What follows belongs to an exercise in optimizing a design on an open flow for small area, a short achievable clock period and few clock cycles per item; a production flow would make more cautious choices.
Where RTL was checked, it was by simulation tests only, not by an equivalence proof against the original.
Power is estimated from default activity; no workload was simulated.

## indigo
==> flow/design.v (excerpt) <==
module snn_layer #(
  parameter int N_NEURONS  = snn_pkg::SNN_N_NEURONS,
  parameter int N_INPUTS   = snn_pkg::SNN_N_INPUTS,
  parameter int W_WIDTH    = snn_pkg::SNN_W_WIDTH,
  parameter int POT_WIDTH  = snn_pkg::SNN_POT_WIDTH,
  parameter int LEAK_SHIFT = snn_pkg::SNN_LEAK_SHIFT
) (
  input  logic                                   clock,
  input  logic                                   reset_n,
  input  logic                                   in_valid,
  output logic                                   in_ready,
  input  logic [$clog2(N_INPUTS)-1:0]            in_addr,
  input  logic                                   wr_en,
  input  logic [$clog2(N_INPUTS*N_NEURONS)-1:0]  wr_addr,
  input  logic [W_WIDTH-1:0]                     wr_data,
  input  logic [POT_WIDTH-1:0]                   threshold,
  input  logic                                   leak_tick,
  output logic                                   out_valid,
  input  logic                                   out_ready,
  output logic [$clog2(N_NEURONS)-1:0]           out_addr,
  output logic                                   busy
);
For scale: about 49 I/O pins, about 110000 um^2 of cells after synthesis.
export LEC_CHECK = 0
export CAP_MARGIN = 20
export CORE_MARGIN = 2
export CORE_UTILIZATION = 50
export CTS_BUF_LIST = sky130_fd_sc_hd__clkbuf_8
export PLACE_DENSITY = 0.65
export SLEW_MARGIN = 20
create_clock -name core_clock -period 10.0 [get_ports {clock}]
standard.sh (not shown) runs the stock make flow with config.mk's settings and CLKGATE_MAP_FILE= SYNTH_SCRIPT=/design/flow/synth_recipe.tcl, a recipe that flattens the netlist after the stock synthesis.
==> flow/flow/run.sh <==
#!/bin/bash
set -euo pipefail
bash standard.sh SETUP_SLACK_MARGIN=7.5 TNS_END_PERCENT=0 MATCH_CELL_FOOTPRINT=0 finish > standard_flow.log 2>&1
indigo ended with every stage complete and zero timing, DRC or antenna violations.
Testbench counts of indigo, summed over its fixed seeds: cycles 2,116, events 1,920.
[inputs] xenon vs indigo
==> flow/flow/run.sh <==
#!/bin/bash
set -euo pipefail
bash standard.sh SETUP_SLACK_MARGIN=7 TNS_END_PERCENT=0 MATCH_CELL_FOOTPRINT=0 finish > standard_flow.log 2>&1
[summary]
indigo -> xenon: first-iteration DRC count delta 0, exact match
Per the comparison of xenon with indigo, floorplan die area about even, post-synth net total about even, part of the total power dissipated in combinational logic about even.
Met1 track utilization from global routing: indigo vs xenon identical
Diff indigo..xenon | wire length | unchanged

========
Setup of the baseline:
Another version of the RTL of snn_layer (not shown whole).
Size: roughly 49 I/O pins, about 110000 µm² of cells after synthesis.
Settings: LEC_CHECK=0, CAP_MARGIN=20, CORE_MARGIN=2, CORE_UTILIZATION=50, CTS_BUF_LIST=sky130_fd_sc_hd__clkbuf_8, PLACE_DENSITY=0.65, SLEW_MARGIN=20; clock period 10.0 ns.
==> flow/flow/run.sh <==
#!/bin/bash
set -euo pipefail
bash standard.sh SETUP_SLACK_MARGIN=7 TNS_END_PERCENT=10 MATCH_CELL_FOOTPRINT=0 finish > standard_flow.log 2>&1
[inputs] the candidate vs the baseline
==> flow/flow/run.sh <==
#!/bin/bash
set -euo pipefail
bash standard.sh SETUP_SLACK_MARGIN=7 TNS_END_PERCENT=0 MATCH_CELL_FOOTPRINT=0 finish > standard_flow.log 2>&1
### Flow results
The baseline vs the candidate, end point of the critical path: lp_q[5] vs in_ready. Of the candidate and the baseline, the run reporting the higher setup slack was the baseline. Changes observed in the candidate relative to the baseline: post-layout total power fell by about 7%, total internal power went down by about 7%, total area of multi-input combinational cells went down about 5.5%, final area dropped about 3.7%. From the baseline to the candidate the numbers moved as follows: post-detailed-routing wire length moved down; estimated wirelength of the detail-placed design moved up; arrival time of data at the critical path endpoint moved down; core utilization of the finished layout moved down. On global-route usage, the baseline tracks the candidate almost exactly. When the final numbers for the candidate and the baseline were put side by side, the sequential fraction of total cell area turned out to be greater in the candidate.
No run of this note included a check of the RTL's function; only the layout flow was run.

========
== red ==
snn_layer, a different RTL version from the one above (not shown whole).
Size in the first run: ~8500 cells after synthesis, roughly 2700 flip-flops, ~0.11 mm² of cells after synthesis.
clock: 10.0 ns
lec_check: 0
cap_margin: 20
core_margin: 2
core_utilization: 65
cts_buf_list: sky130_fd_sc_hd__clkbuf_8
place_density: 0.75
slew_margin: 20
==> flow/flow/run.sh <==
#!/bin/bash
set -euo pipefail
bash standard.sh SETUP_SLACK_MARGIN=7 TNS_END_PERCENT=0 MATCH_CELL_FOOTPRINT=0 finish > standard_flow.log 2>&1
red went all the way through the flow, and no timing, DRC or antenna check failed.
Testbench counts of red, summed over its fixed seeds: cycles 2,116, events 1,920.
Edits applied to the flow inputs when going from red to blue:
- PLACE_DENSITY changed from 0.75 to 0.65
- CORE_UTILIZATION changed from 65 to 50
### Flow results
Number of stages on the worst setup path up 1 in blue wrt red
Taking red as the reference, in blue first-pass GRT wire length shows an increase of about 2.5%; number of well taps shows an increase of 649.

-- afterwards: timing with drivers on the ports --
How much do the figures lean on ideal ports? The routed layouts below were timed once more, with nothing changed but the port constraints.
Step 1: set_driving_cell puts a clkbuf_16 on clock and a buf_2 on each other input, an assumption about the parent block.
Step 2 times the ports against the registers' clock, not the clock port: input delays grow and output delays shrink by t, the midpoint of the rising clock arrivals with the driver on.
Three values: no drivers, after step 1, after step 2; two values: the first two.
run	t, ns	setup slack, ns	worst hold slack (ns)	latest minus earliest clock arrival (ns)	worst data-port slew with drivers (ns)
indigo	1.139	6.283 / 6.222 / 5.542	0.287 / 0.287 / 0.287	0.123 / 0.123	0.05
xenon	1.139	6.283 / 6.222 / 5.542	0.287 / 0.287 / 0.287	0.123 / 0.123	0.05
the baseline	1.159	6.279 / 6.188 / 5.525	0.282 / 0.282 / 0.282	0.125 / 0.125	0.06
the candidate	1.153	6.173 / 6.084 / 5.821	0.234 / 0.234 / 0.234	0.203 / 0.203	0.06
red	1.134	6.212 / 6.212 / 5.593	0.311 / 0.311 / 0.311	0.087 / 0.087	0.18
blue	1.143	6.263 / 6.220 / 5.662	0.311 / 0.311 / 0.311	0.091 / 0.091	0.25
After both steps every run listed still meets setup and hold. For the baseline, which loses most, drivers alone change the setup slack by -0.091 ns; drivers and shift together by -0.754 ns.
